This design comes from an exercise in tuning for small area and a short achievable clock period on the open sky130 flow, not from production work.
Function was checked by simulation only, so behaviour that the tests miss may differ from the original.

==> design.v <==
module md_unit #(
  parameter int WIDTH       = 32,
  parameter int MULT_CYCLES = 5,
  parameter int DIV_CYCLES  = 10
) (
  input  logic             clk,
  input  logic             reset,
  input  logic             start,
  input  logic [2:0]       op,
  input  logic [WIDTH-1:0] a,
  input  logic [WIDTH-1:0] b,
  input  logic             hi_we,
  input  logic             lo_we,
  input  logic             cancel,
  output logic [WIDTH-1:0] hi,
  output logic [WIDTH-1:0] lo,
  output logic             busy,
  output logic             done
);
  localparam int W = 35;
  logic        busy_q, done_q;
  logic [3:0]  cnt_q;
  logic [2:0]  op_q;
  logic        aneg_q, bprev_q;
  logic [31:0] A_q;
  logic [35:0] L_q;
  logic [W-2:0] U_q;    
  logic [31:0] hi_q, lo_q;
  wire idle   = ~busy_q;
  logic is_div, is_mul;
  logic m5, d10;    
  wire sgn    = ~op_q[0];
  wire acc    = op_q[2];
  wire sub    = op_q[2] & op_q[1];
  wire last   = m5 | d10;
  wire        dneg = sgn & A_q[31];
  wire [W-1:0] Ax  = {{(W-32){sgn & A_q[31]}}, A_q};
  function automatic logic [W-1:0] add_bk(input logic [W-1:0] x, input logic [W-1:0] y,
                                          input logic ci);
    logic [W:0] g, p;
    g = {x & y, ci};
    p = {x ^ y, 1'b0};
    for (int l = 1; l < 64; l = l * 2)
      for (int i = 2 * l - 1; i <= W; i = i + 2 * l) begin
        g[i] = g[i] | (p[i] & g[i-l]);
        p[i] = p[i] & p[i-l];
      end
    for (int l = 32; l >= 1; l = l / 2)
      for (int i = 3 * l - 1; i <= W; i = i + 2 * l) begin
        g[i] = g[i] | (p[i] & g[i-l]);
        p[i] = p[i] & p[i-l];
      end
    add_bk = (x ^ y) ^ g[W-1:0];
  endfunction
  logic [W-1:0] X [0:3];
  logic [W-1:0] Y [0:3];
  logic [W-1:0] S [0:3];
  logic [3:0]   cin, q;
  logic [1:0]   s2;
  logic         c2;
  always_comb begin
    for (int r = 0; r < 4; r++) begin
      logic b2, b1, b0, p1, p2, ph, ng;
      logic [W-1:0] pre;
      if (r == 0)      X[0] = {U_q[W-2], U_q[W-2:1], U_q[0] & ~d10};
      else if (!is_mul) X[r] = {S[r-1][W-2:0], L_q[35-r]};
      else             X[r] = {{2{S[r-1][W-1]}}, S[r-1][W-1:2]};
      b2 = (r == 0 && m5) ? L_q[33] : L_q[2*r+1];    
      b1 = (r == 0 && m5) ? L_q[32] : L_q[2*r];
      b0 = (r == 0) ? bprev_q : L_q[2*r-1];
      ph = 1'b0;
      if (is_div) begin
        p1 = ~(d10 & (r == 0));
        p2 = d10 & (r == 0);
        ng = ~(dneg ^ X[r][W-1]);    
      end else if (m5 && r != 0) begin
        p1 = 1'b0;
        p2 = 1'b0;
        ph = (r == 1) & acc;
        ng = 1'b0;
      end else begin
        p1 = b1 ^ b0;
        p2 = (b2 & ~b1 & ~b0) | (~b2 & b1 & b0);
        ng = b2 ^ sub;
      end
      pre = ({W{p1}} & Ax) | ({W{p2}} & {Ax[W-2:0], 1'b0});
      if (r == 1) pre = pre | ({W{ph}} & {5'd0, hi_q[31:2]});
      Y[r]   = pre ^ {W{ng}};
      cin[r] = (m5 && r == 1) ? c2 : ng;
      S[r] = add_bk(X[r], Y[r], cin[r]);
      q[r] = ~S[r][W-1] ^ aneg_q;
      if (r == 0) {c2, s2} = {1'b0, S[0][1:0]} + {1'b0, {2{acc}} & hi_q[1:0]};
    end
  end
  wire        x0n   = X[0][W-1];
  wire        use_s = x0n ^ aneg_q;
  wire        exact = aneg_q & (x0n ? ~|S[0] : ~|X[0]);
  wire [W-1:0] vc   = (use_s ^ exact) ? S[0] : X[0];    
  function automatic logic [31:0] cinc(input logic [31:0] x, input logic c0);
    logic c;
    c = c0;
    for (int k = 0; k < 32; k++) begin
      cinc[k] = x[k] ^ c;
      c       = x[k] & c;
    end
  endfunction
  wire        d_nz = |A_q;
  wire        negq = (aneg_q ^ dneg) & d_nz;
  wire [31:0] lo_r = cinc(L_q[31:0], is_div & (exact ^ negq));
  wire [31:0] d_hi = vc[32:1];
  wire [31:0] m_hi = {S[1][29:0], s2};
  wire finish = busy_q & ~cancel & last;
  wire aneg_in = a[31] & ~op[0];
  logic [31:0] hi_t, lo_t;
  always_comb begin
    if (idle) begin
      hi_t = (!start && hi_we) ? a : hi_q;
      lo_t = (!start && lo_we) ? a : lo_q;
    end else if (last) begin
      hi_t = is_mul ? m_hi : d_hi;
      lo_t = lo_r;
    end else begin
      hi_t = hi_q;
      lo_t = lo_q;
    end
  end
  wire hold = busy_q & cancel;
  always_ff @(posedge clk or negedge reset) begin
    if (!reset) begin
      busy_q <= 1'b0;
      done_q <= 1'b0;
      hi_q   <= '0;
      lo_q   <= '0;
    end else begin
      done_q <= finish;
      if (idle) busy_q <= start;
      else if (cancel | last) busy_q <= 1'b0;
      hi_q <= hold ? hi_q : hi_t;
      lo_q <= hold ? lo_q : lo_t;
    end
  end
  always_ff @(posedge clk) begin
    if (idle) begin
      cnt_q   <= 4'd0;
      op_q    <= op;
      is_div  <= ~op[2] & op[1];
      is_mul  <= op[2] | ~op[1];
      m5      <= 1'b0;
      d10     <= 1'b0;
      A_q     <= b;
      L_q     <= {{4{aneg_in}}, a};
      U_q     <= op[2] ? {{(W-33){1'b0}}, lo_q} : {(W-1){aneg_in & op[1]}};
      aneg_q  <= aneg_in;
      bprev_q <= 1'b0;
    end else begin
      cnt_q   <= cnt_q + 4'd1;
      m5      <= ~is_div & (cnt_q == 4'd3);
      d10     <= is_div & (cnt_q == 4'd8);
      bprev_q <= L_q[7];
      if (!is_mul) begin
        L_q <= {L_q[31:0], {q[0], q[1], q[2], q[3]} ^ {4{negq}}};
        U_q <= {S[3][W-3:0], L_q[31]};
      end else begin
        L_q <= {L_q[35:32], S[3][1:0], S[2][1:0], S[1][1:0], S[0][1:0], L_q[31:8]};
        U_q <= {S[3][W-1], S[3][W-1:2]};
      end
    end
  end
  assign hi   = hi_q;
  assign lo   = lo_q;
  assign busy = busy_q;
  assign done = done_q;
endmodule
==> flow/run.sh <==
#!/bin/bash
set -e
export BUFFER_PORTS_ARGS="-buffer_cell sky130_fd_sc_hd__buf_1"
export SETUP_SLACK_MARGIN=62.85
bash standard.sh > standard.log 2>&1
==> standard.sh <==
#!/bin/bash
# synth_recipe.tcl (not shown) runs the flow's synth.tcl, then flattens the netlist and writes it again
# the make line also repeats each setting of config.mk as NAME=value (left out here)
make -C /OpenROAD-flow-scripts/flow DESIGN_CONFIG=/design/flow/config.mk WORK_HOME=/design/flow/orfs CLKGATE_MAP_FILE= SYNTH_SCRIPT=/design/flow/synth_recipe.tcl "${@:-finish}"
==> config.mk <==
export PLATFORM = sky130hd
export DESIGN_NAME = md_unit
export DESIGN_NICKNAME = md_unit
export VERILOG_FILES = /design/flow/design.v
export SDC_FILE = /design/flow/constraint.sdc
export NUM_CORES = 4
export LEC_CHECK = 0
export ABC_AREA = 1
export CAP_MARGIN = 20
export CORE_MARGIN = 2
export CORE_UTILIZATION = 60
export SLEW_MARGIN = 20
==> constraint.sdc <==
create_clock -name core_clock -period 80.0 [get_ports {clk}]
set_input_delay 16.0000 -clock core_clock [delete_from_list [all_inputs] [get_ports {clk}]]
set_output_delay 16.0000 -clock core_clock [all_outputs]
set_load 0.01 [all_outputs]
==> key figures, run 1 <==
Outcome
  – Status: finished clean

Synthesis
  – Yosys cell types: 58
  – Avg Cell Area, Syn: 7.755 um^2
  – Synth Area in Adders: 0.1919
  – Async set-reset flop share out of synthesis: 0.3667
  – Synth Area in Simple Gates: 0.1632
  – Mux contribution to synthesized area: 0.003991
  – Post-synthesis register bit count: 180
  – EDFF count, synth: 41
  – Largest family of logic cells by synthesized area: compound AO/OA/AOI/OAI gates
  – XOR/XNOR share of the synthesized area: 0.09117
  – Dominant cells by area after synthesis: ha_1, dfrtp_1, nand2_1
  – Synth Instances: 2304
  – Area leader, netlist: ha_1
  – Post-Syn Area: 17870 um^2
  – Prevailing post-synth register cell: dfxtp_1
  – Synth Area in Compound Gates: 0.2188
  – Share of the synthesized area in the top cell type: 0.1134
  – Sequential area share after synthesis: 0.2431
  – Syn Nets: 2609
  – Yosys warns: 4

Clocking
  – H-tree Lvls: 4
  – Worst-skew pair later-pin latency: 0.47 ns
  – Post-CTS Hold Fix Bufs: 0
  – CTS max path bufs: 2
  – Clock sinks: 180
  – Clock-pin slew on the worst setup and hold paths: 0.08 ns
  – TritonCTS clock tree: done
  – Root Buffer: clkbuf_16
  – Number of CTS-inserted buffers: 17

Floorplan
  – Die H: 176.6 um
  – Cell Rows: 63
  – Core Area: 29480 um^2
  – Die Area: 31180 um^2
  – Die W: 176.6 um
  – Initial Util: 0.6061
  – Ports: 139

Timing
  – WHS: 0.4739 ns
  – Slew margin rel.: 0.2367
  – # setup viols final: 0
  – RSZ-0062 raised after global routing: true
  – Fin. max-slew vios: 0
  – Total Negative Setup Slacks: 0 ns
  – Crit path time final: 17.13 ns
  – Least-Margin Pin Slew: 1.145 ns
  – Final hold vios: 0
  – Final setup skew: 0.01489 ns
  – Max Fclk: 0.05838 GHz
  – Final Cycle Share: 0.2141

Global routing
  – Vias in the first global route: 16960
  – Largest net degree at the start of global routing: 69
  – Antenna violations before repair: 2
  – First-pass GRT wire length: 101.6 mm
  – Overflow after GRT: 0
  – GR Util All Layers: 0.4366

Detailed routing
  – Wire length per cell: 24.45 um
  – Avg Vias per Cell: 6.473
  – Total number of vias: 18100
  – DRT Wirelength: 68.37 mm
  – DRT Pass-1 Iters: 6
  – Number of remaining DRC errors: 0
  – Routed Antenna Nets: 0
  – Iteration-0 DRC count of the detailed router: 2156

Critical path
  – CP Cell Sequence: buf_1
  – WS Path Type: register to output pin
  – CP peak stage delay: 0.48 ns
  – Worst setup SP type: register
  – Slowest cell on the critical path: dfrtp_1
  – Cell family with the largest share of critical-path delay: flip-flops
  – Worst EP arrival: 1.13 ns
  – CP Data Required Time: 64.00 ns
  – Nature of the critical path endpoint: output pin
  – Worst Path Max Fanout: 3
  – CP bufs+invs: 1

Layout
  – Multi-input gate area: 12190 um^2
  – Final #Nets: 2697
  – Post-Layout Cell Count: 2796
  – Final core utilization: 0.6665
  – Layout cell share with drive strength beyond 1: 0.07568
  – Fillers: 2567
  – Area grow syn2layout: 9.971%
  – Sequential Area: 4349 um^2

Run
  – Maxcap violations: 0

Placement
  – Routability-driven placement congestion ratio: 1.002
  – Placed Cells: 2739
  – Port Buffers: 138
  – Post-DP HPWL: 49.99 mm

Worst hold path
  – Class of the worst hold path: register to register
[final cells by class]
cell class                      instances  share of cell area
Multi-Input combinational cell       1717              0.6203
Sequential cell                       180              0.2213
Inverter                              292             0.05616
Timing Repair Buffer                  184             0.04706
Tap cell                              390             0.02483
Clock buffer                           20             0.02330
Clock inverter                         12            0.006877
Antenna cell                            1           0.0001273
[logic make-up after synthesis]
logic type      Yosys count
flops                   180
mux                       7
simple gates            675
compound gates          618
xor+xnor                183
fa+ha+maj               232
buf+inv                 409
[layout by cell type (no fill, tap or decap), types with 6 or more instances in the layout]
master / instances
o21a_1: 6
o21bai_1: 6
o211ai_1: 34
o21ai_0: 144
mux2i_1: 6
inv_1: 280
dfxtp_1: 72
xnor2_1: 84
a22oi_1: 14
o221ai_1: 66
nor4_1: 19
a41oi_1: 10
o22ai_1: 99
clkbuf_16: 19
or2_2: 27
edfxtp_1: 41
nand3_1: 47
nand2_1: 402
dfrtp_1: 65
a21o_1: 23
nor2_1: 114
nand3_2: 6
fa_1: 69
nand2_2: 19
xor2_1: 93
buf_1: 137
o22a_1: 9
nand4_1: 17
a31oi_1: 54
buf_4: 40
a21oi_1: 114
nor3_1: 10
ha_1: 162
[state kept, by name, indices dropped and copies added (netlist names), 3 cells and up]
register,flops
L_q,35
U_q,34
A_q,32
hi_q,32
lo_q,32
cnt_q,4
op_q,3
[synth_stat cells, types with 2 or more instances]
library cell and number:
nand3_2 6, or2_2 27, nand2_1 406, buf_6 2
buf_1 17, inv_1 281, a21o_1 23, buf_2 3
nor3_1 10, o21bai_1 7, nand2_4 4, nand3_1 48
clkinv_1 5, inv_2 5, a221o_1 3, nor2_2 2
o221ai_1 66, o22ai_1 100, nand4_1 17, mux2i_1 6
o21ai_1 4, dfxtp_1 73, buf_4 4, edfxtp_1 41
ha_1 162, dfrtp_1 66, a21oi_1 116, a22oi_1 14
xnor2_1 85, o22a_1 9, clkbuf_1 91, nor2_1 115
o21ai_2 4, a221oi_1 5, fa_1 70, o21a_1 7
xor2_1 96, nand2_2 16, o21ai_0 146, a41oi_1 11
a31oi_1 59, o211ai_1 34, nor4_1 19, a211oi_1 5
[metal layers]
| layer | track usage | up-vias | part of all wire |
|---|---|---|---|
| met3 | 0.1219 | 235 | 0.13 |
| met4 | 0.2135 | 2 | 0.061 |
| met2 | 0.6499 | 1206 | 0.42 |
| met5 | 0 | - | 0.00019 |
| met1 | 0.5837 | 8531 | 0.39 |
| li1 | - | 8124 | - |
[worst paths after layout]
check / from / to / slack (ns) / cells after the start
setup / recovery: lo_q[16]$_DFFE_PN0P_ / lo[16] / 62.87 / 1
hold / removal: cnt_q[0]$_SDFF_PN0_ / cnt_q[0]$_SDFF_PN0_ / 0.47 / 1
hold reg to reg: cnt_q[0]$_SDFF_PN0_ / cnt_q[0]$_SDFF_PN0_ / 0.47 / 1
setup reg to reg: L_q[0]$_DFF_P_ / L_q[0]$_DFF_P_ / 63.60 / 94
min in group asynchronous: reset / hi_q[9]$_DFFE_PN0P_ / 15.53 / 1
max in group asynchronous: reset / busy_q$_DFF_PN0_ / 63.40 / 2
[repair_timing]
action	4_1_cts	5_1_grt
cloned	1	2
pin swaps	1	12
resized for setup	16	26
setup buffers	4	17
setup endpoints to repair	70	37
[stage by stage]
| step | setup slack [ns] | cell area, um^2 |
|---|---|---|
| floorplan | 62.93 | 17870 |
| global placement | 61.93 | 18630 |
| detailed placement | 61.65 | 18630 |
| CTS | 62.72 | 19330 |
| global route | 62.64 | 19650 |
| finish | 62.87 | 19650 |
==> run 2, diff against run 1 <==
--- a/config.mk
+++ b/config.mk
@@ -10,3 +10,3 @@
 export CORE_MARGIN = 2
-export CORE_UTILIZATION = 60
+export CORE_UTILIZATION = 40
 export SLEW_MARGIN = 20
==> key figures, run 2 <==
Detailed routing
  – Avg Vias per Cell: 6.061 (-6.4%)
  – DRT Wirelength: 74.82 mm (+9.4%)
  – DRT Pass-1 Iters: 6 (unchanged)
  – Iteration-0 DRC count of the detailed router: 1999 (-7.3%)
  – Total number of vias: 18180 (+0.48%)
  – Wire length per cell: 24.94 um (+2.0%)
  – Routed Antenna Nets: 0 (unchanged)
  – Number of remaining DRC errors: 0 (unchanged)

Clocking
  – Worst-skew pair later-pin latency: 0.49 ns (+0.02 ns)
  – TritonCTS clock tree: done
  – H-tree Lvls: 4 (unchanged)
  – Number of CTS-inserted buffers: 17 (unchanged)
  – Root Buffer: clkbuf_16
  – CTS max path bufs: 2 (unchanged)
  – Clock-pin slew on the worst setup and hold paths: 0.07 ns (about the same)
  – Clock sinks: 180 (unchanged)

Timing
  – Fin. max-slew vios: 0 (unchanged)
  – Final setup skew: 0.02182 ns (+0.006938 ns)
  – # setup viols final: 0 (unchanged)
  – Max Fclk: 0.05839 GHz (about the same)
  – Final hold vios: 0 (unchanged)
  – Fin worst setup slack: 62.87 ns (+0.001700 ns)
  – RSZ-0062 raised after global routing: true
  – Least-Margin Pin Slew: 0.9595 ns (-0.1854 ns)
  – Crit path time final: 17.13 ns (-0.001700 ns)
  – Final Cycle Share: 0.2141 (about the same)
  – Slew margin rel.: 0.3554 (+0.1187)
  – Total Negative Setup Slacks: 0 ns (unchanged)

Critical path
  – Worst r2r src: op_q[0]$_DFFE_PN_
  – Worst EP arrival: 1.13 ns (about the same)
  – Worst setup SP type: register
  – Reg2Reg Capture Point: L_q[0]$_DFF_P_
  – Slowest cell on the critical path: dfrtp_1
  – CP Data Required Time: 64.00 ns (about the same)
  – CP bufs+invs: 1 (unchanged)
  – Nature of the critical path endpoint: output pin
  – WS Path Type: register to output pin
  – Cell family with the largest share of critical-path delay: flip-flops
  – Flop-to-flop setup slack: 63.74 ns (+0.14 ns)
  – CP Cell Sequence: buf_1
  – CP peak stage delay: 0.47 ns (about the same)
  – Worst Path Max Fanout: 3 (unchanged)
  – R2R cell count: 94 (unchanged)

Worst hold path
  – Hold Path Sink: cnt_q[0]$_SDFF_PN0_
  – Class of the worst hold path: register to register
  – Hold depth: 1 (unchanged)
  – Hold_sp: cnt_q[0]$_SDFF_PN0_

Layout
  – Ant diodes: 0 (-1)
  – Most flops, register: L_q
  – Area grow syn2layout: 11.17%
  – Layout cell share with drive strength beyond 1: 0.07890 (+0.003228)
  – Multi-input gate area: 12120 um^2 (-0.54%)
  – Final #Nets: 2700 (+0.11%)
  – Most frequent cells in the layout: nand2_1, inv_1, ha_1, o21ai_0, buf_1
  – Sequential Area: 4359 um^2 (+0.23%)
  – Max reg flops: 35 (unchanged)
  – Fillers: 4589 (+79%)
  – Commonest non-fill, non-tap cell in the layout: nand2_1
  – Largest registers: L_q x35, U_q x34

Synthesis
  – EDFF count, synth: 41 (unchanged)
  – Share of the synthesized area in the top cell type: 0.1134 (unchanged)
  – Avg Cell Area, Syn: 7.755 um^2 (unchanged)
  – Sequential area share after synthesis: 0.2431 (unchanged)
  – Yosys warns: 4 (unchanged)
  – Post-Syn Area: 17870 um^2 (unchanged)
  – Count leader, synth: nand2_1
  – Commonest cells in the netlist: nand2_1, inv_1, ha_1, o21ai_0, a21oi_1
  – Area leader, netlist: ha_1
  – Synth Instances: 2304 (unchanged)
  – Yosys cell types: 58 (unchanged)
  – Prevailing post-synth register cell: dfxtp_1
  – Async set-reset flop share out of synthesis: 0.3667 (unchanged)
  – Dominant cells by area after synthesis: ha_1, dfrtp_1, nand2_1
  – Post-synthesis register bit count: 180 (unchanged)
  – Syn Nets: 2609 (unchanged)

Run
  – Maxcap violations: 0 (unchanged)

Floorplan
  – Core Area: 44120 um^2 (+50%)
  – Cell Rows: 77 (+22%)
  – Die H: 215.4 um (+22%)
  – Ports: 139 (unchanged)
  – Initial Util: 0.4050 (-0.2012)
  – Die W: 215.4 um (+22%)
  – Die Area: 46380 um^2 (+49%)

Placement
  – Post-DP HPWL: 56.18 mm (+12%)
  – Port Buffers: 138 (unchanged)
  – Pre-CTS setup slack: 61.87 ns (+0.2237 ns)
  – Routability-driven placement congestion ratio: 0.9612 (-4.1%)

Global routing
  – Largest net degree at the start of global routing: 77 (+12%)
  – Overflow after GRT: 0 (unchanged)
  – Vias in the first global route: 17550 (+3.5%)
  – Antenna violations before repair: 4 (+2)
  – GR Util All Layers: 0.3160 (-0.1207)
  – First-pass GRT wire length: 109.9 mm (+8.1%)

Outcome
  – Status: finished clean
[run 2: cell counts after synthesis]
No cell type changed its count.
[run 2: worst max path at each step]
stage | end | from | cells past startpoint
final | lo[20] | lo_q[20]$_DFFE_PN0P_ | 1
after global routing | L_q[0]$_DFF_P_ | L_q[0]$_DFF_P_ | 97
after CTS | L_q[0]$_DFF_P_ | m5$_SDFF_PN0_ | 92
after detailed placement | hi_q[20]$_DFFE_PN0P_ | cancel | 8
after global placement | U_q[12]$_DFF_P_ | op[2] | 7
after floorplan | hi_q[30]$_DFFE_PN0P_ | cancel | 6
[run 2: kinds of logic after synthesis]
logic type,Yosys count,share of synthesized area
multiplexers,7,0.003991
XOR/XNOR,183,0.09117
flip-flops,180,0.2431
AND/OR/NAND/NOR,675,0.1632
AO/OA/AOI/OAI,618,0.2188
adder cells (fa/ha/maj),232,0.1919
buffers and inverters,409,0.08795
[run 2: through the flow]
stage                     utilization  std cells  instance area [um^2]  hold slack [ns]
after global placement         0.4283       2944                 18900           0.4469
after floorplan                     -       2304                 17870           0.4300
after global routing           0.4502       3000                 19860           0.4936
after CTS                      0.4441       2980                 19600           0.4764
final                          0.4502       3000                 19860           0.4689
after detailed placement       0.4283       2944                 18900           0.4598
[run 2: repair_timing]
action                                 CTS  global route
setup endpoints to repair               33            43
setup buffers                            4            18
resized for setup                       16            27
endpoints found under the hold margin    0             0
hold buffers                             0             0
pin swaps                                0             5
cloned                                   0             2
[run 2: cell type report]
cell class,instances,share of cell area
inverter,292,0.05562
tap,592,0.03729
clock buffer,21,0.02375
timing repair buffer,187,0.04680
multi-input combinational,1717,0.6103
clock inverter,11,0.006803
sequential,180,0.2195
[run 2: per-layer routing]
layer | track usage | routed length [um] | vias to the layer above | share of wire
li1 | - | - | 8147 | -
met1 | 0.4092 | 29180 | 8756 | 0.39
met2 | 0.4935 | 32780 | 1056 | 0.44
met3 | 0.07176 | 8336 | 221 | 0.11
met4 | 0.1611 | 4494 | 4 | 0.060
met5 | 0 | 25 | - | 0.00033
==> run 3, diff against run 2 <==
--- a/config.mk
+++ b/config.mk
@@ -8,5 +8,5 @@
 export ABC_AREA = 1
-export CAP_MARGIN = 20
+export CAP_MARGIN = 5
 export CORE_MARGIN = 2
 export CORE_UTILIZATION = 40
-export SLEW_MARGIN = 20
+export SLEW_MARGIN = 5
==> key figures, run 3 <==
Layout
  – Commonest non-fill, non-tap cell in the layout: nand2_1
  – Multi-input gate area: 12120 um^2 (unchanged)
  – Post-route cell area: 19940 um^2 (+0.36%)
  – Area grow syn2layout: 11.57%
  – Max reg flops: 35 (unchanged)
  – Most frequent cells in the layout: nand2_1, inv_1, ha_1, o21ai_0, buf_1
  – Fillers: 4583 (-0.13%)
  – Final core utilization: 0.4518 (+0.001644)
  – Most flops, register: L_q
  – Sequential Area: 4360 um^2 (about the same)
  – Final #Nets: 2707 (+0.26%)
  – Layout cell share with drive strength beyond 1: 0.08240 (+0.003498)
  – Ant diodes: 0 (unchanged)
  – Largest registers: L_q x35, U_q x34

Synthesis
  – Yosys warns: 4 (unchanged)
  – Async set-reset flop share out of synthesis: 0.3667 (unchanged)
  – Largest family of logic cells by synthesized area: compound AO/OA/AOI/OAI gates
  – Post-Syn Area: 17870 um^2 (unchanged)
  – Share of the synthesized area in the top cell type: 0.1134 (unchanged)
  – Yosys cell types: 58 (unchanged)
  – Commonest cells in the netlist: nand2_1, inv_1, ha_1, o21ai_0, a21oi_1
  – Dominant cells by area after synthesis: ha_1, dfrtp_1, nand2_1
  – Avg Cell Area, Syn: 7.755 um^2 (unchanged)
  – XOR/XNOR share of the synthesized area: 0.09117 (unchanged)
  – Synth Area in Simple Gates: 0.1632 (unchanged)
  – Mux contribution to synthesized area: 0.003991 (unchanged)
  – Area leader, netlist: ha_1
  – Count leader, synth: nand2_1
  – Synth Area in Compound Gates: 0.2188 (unchanged)
  – Prevailing post-synth register cell: dfxtp_1
  – Syn Nets: 2609 (unchanged)
  – Synth Area in Adders: 0.1919 (unchanged)
  – EDFF count, synth: 41 (unchanged)
  – Synth Instances: 2304 (unchanged)
  – Post-synthesis register bit count: 180 (unchanged)
  – Sequential area share after synthesis: 0.2431 (unchanged)

Critical path
  – R2R cell count: 94 (unchanged)
  – Flop-to-flop setup slack: 63.69 ns (-0.05 ns)
  – Reg2Reg Capture Point: L_q[0]$_DFF_P_
  – Worst setup SP type: register
  – CP Cell Sequence: buf_1
  – CP bufs+invs: 1 (unchanged)
  – Cell family with the largest share of critical-path delay: flip-flops
  – Slowest cell on the critical path: dfrtp_1
  – Worst r2r src: op_q[0]$_DFFE_PN_
  – CP Data Required Time: 64.00 ns (about the same)
  – Worst Path Max Fanout: 3 (unchanged)
  – Nature of the critical path endpoint: output pin
  – Worst EP arrival: 1.13 ns (about the same)
  – WS Path Type: register to output pin
  – CP peak stage delay: 0.47 ns (about the same)

Timing
  – Final Cycle Share: 0.2142 (about the same)
  – Slew margin rel.: 0.3085 (-0.04692)
  – Final setup skew: 0.02057 ns (-0.001258 ns)
  – Max Fclk: 0.05836 GHz (about the same)
  – Final hold vios: 0 (unchanged)
  – RSZ-0062 raised after global routing: true
  – Crit path time final: 17.13 ns (+0.006800 ns)
  – Least-Margin Pin Slew: 1.037 ns (+0.07776 ns)
  – WHS: 0.4681 ns (-0.0007620 ns)
  – # setup viols final: 0 (unchanged)
  – Fin. max-slew vios: 0 (unchanged)
  – Total Negative Setup Slacks: 0 ns (unchanged)

Clocking
  – Worst-skew pair later-pin latency: 0.49 ns (about the same)
  – Number of CTS-inserted buffers: 17 (unchanged)
  – TritonCTS clock tree: done
  – Clock sinks: 180 (unchanged)
  – H-tree Lvls: 4 (unchanged)
  – Clock-pin slew on the worst setup and hold paths: 0.07 ns (about the same)
  – Post-CTS Hold Fix Bufs: 0 (unchanged)
  – Root Buffer: clkbuf_16
  – CTS max path bufs: 2 (unchanged)

Worst hold path
  – Hold Path Sink: cnt_q[0]$_SDFF_PN0_
  – Hold_sp: cnt_q[0]$_SDFF_PN0_
  – Class of the worst hold path: register to register
  – Hold depth: 1 (unchanged)

Global routing
  – GR Util All Layers: 0.3175 (+0.001569)
  – First-pass GRT wire length: 110.3 mm (+0.40%)
  – Overflow after GRT: 0 (unchanged)
  – Antenna violations before repair: 2 (-2)
  – Vias in the first global route: 17650 (+0.57%)
  – Largest net degree at the start of global routing: 77 (unchanged)

Outcome
  – Status: finished clean

Detailed routing
  – Routed Antenna Nets: 0 (unchanged)
  – DRT Wirelength: 75.09 mm (+0.36%)
  – Wire length per cell: 24.97 um (+0.12%)
  – Number of remaining DRC errors: 0 (unchanged)
  – Iteration-0 DRC count of the detailed router: 1989 (-0.50%)
  – DRT Pass-1 Iters: 8 (+2)
  – Total number of vias: 18290 (+0.58%)
  – Avg Vias per Cell: 6.082 (+0.35%)

Placement
  – Post-DP HPWL: 56.18 mm (about the same)
  – Port Buffers: 138 (unchanged)
  – DP Area: 18900 um^2 (unchanged)
  – Routability-driven placement congestion ratio: 0.9612 (unchanged)

Floorplan
  – Core Area: 44120 um^2 (unchanged)
  – Die H: 215.4 um (unchanged)
  – Initial Util: 0.4050 (unchanged)
  – Cell Rows: 77 (unchanged)
  – Ports: 139 (unchanged)
  – Die W: 215.4 um (unchanged)
  – Die Area: 46380 um^2 (unchanged)

Run
  – Maxcap violations: 0 (unchanged)
==> run 3: cell counts after synthesis <==
Identical to the previous run, type by type.
==> run 3: routing by layer <==
| layer | vias up | track usage | wire (um) |
|---|---|---|---|
| met2 | 1128 | 0.4967 | 33180 |
| met1 | 8778 | 0.4101 | 29030 |
| li1 | 8174 | - | - |
| met5 | - | 0 | 13 |
| met3 | 208 | 0.07233 | 8608 |
| met4 | 2 | 0.1630 | 4256 |
==> run 3: how the worst max path moves through the flow <==
| stage | endpoint | cells after the start | slack, ns | startpoint |
|---|---|---|---|---|
| after detailed placement | hi_q[20]$_DFFE_PN0P_ | 8 | 61.87 | cancel |
| after CTS | L_q[0]$_DFF_P_ | 92 | 62.77 | m5$_SDFF_PN0_ |
| after floorplan | hi_q[30]$_DFFE_PN0P_ | 6 | 62.93 | cancel |
| final | lo[18] | 1 | 62.87 | lo_q[18]$_DFFE_PN0P_ |
| after global placement | U_q[12]$_DFF_P_ | 7 | 61.86 | op[2] |
| after global routing | L_q[0]$_DFF_P_ | 96 | 62.64 | L_q[0]$_DFF_P_ |
==> run 3: logic make-up (layout without fill, tap and decap cells) <==
| group | count (synthesis) | count (layout) |
|---|---|---|
| muxes | 7 | 7 |
| buffers and inverters | 409 | 518 |
| and+or+nand+nor | 675 | 677 |
| xor gates and xnor gates | 183 | 183 |
| DFF | 180 | 180 |
| adders and majority gates | 232 | 232 |
| AOI/OAI and AO/OA | 618 | 618 |
==> run 3: cell type report <==
cell class | count | area share
well taps | 592 | 0.03715
inverters | 292 | 0.05548
clock inverters | 11 | 0.006778
repair inverters | 1 | 0.0003766
clock buffers | 21 | 0.02366
repair buffers | 193 | 0.04977
multi-input cells | 1717 | 0.6081
flip-flops and latches | 180 | 0.2187
==> run 3: repair_timing <==
item                                    in CTS  in global routing
cloned                                       1                  2
resized for setup                           18                 31
pin swaps                                    0                  5
endpoints found under the setup margin      50                 44
setup buffers                                9                 19
==> run 3: stage by stage <==
stage | std cells | setup slack [ns]
CTS | 2986 | 62.77
global route | 3007 | 62.64
detailed placement | 2944 | 61.87
finish | 3007 | 62.87
floorplan | 2304 | 62.93
global placement | 2944 | 61.86

==> re-timing with driven ports <==
The results above use ideal ports. As a check the final layouts listed here were re-extracted and re-timed, cells and wires unchanged.
Step 1 (the two cells are an assumption about what drives the block):
set clk [get_ports {clk}]
set_driving_cell -lib_cell sky130_fd_sc_hd__clkbuf_16 $clk
set_driving_cell -lib_cell sky130_fd_sc_hd__buf_2 [delete_from_list [all_inputs] $clk]
Step 2, shift: input delay + t, output delay - t, t = (earliest + latest rising clock arrival at the registers) / 2. This alone moves slack from input paths to output paths.
Three values: ideal, step 1, step 2; two values: the first two.
run | t, ns | slack for setup (ns) | worst hold slack (ns)
run 1 | 0.520 | 62.871 / 62.817 / 62.481 | 0.474 / 0.474 / 0.474
run 2 | 0.535 | 62.873 / 62.817 / 62.470 | 0.469 / 0.469 / 0.469
run 3 | 0.537 | 62.866 / 62.810 / 62.484 | 0.468 / 0.468 / 0.468
After both steps every run listed still meets setup and hold. The setup slack of run 2, which loses most, moves by -0.056 ns with the drivers and by -0.403 ns with both steps.
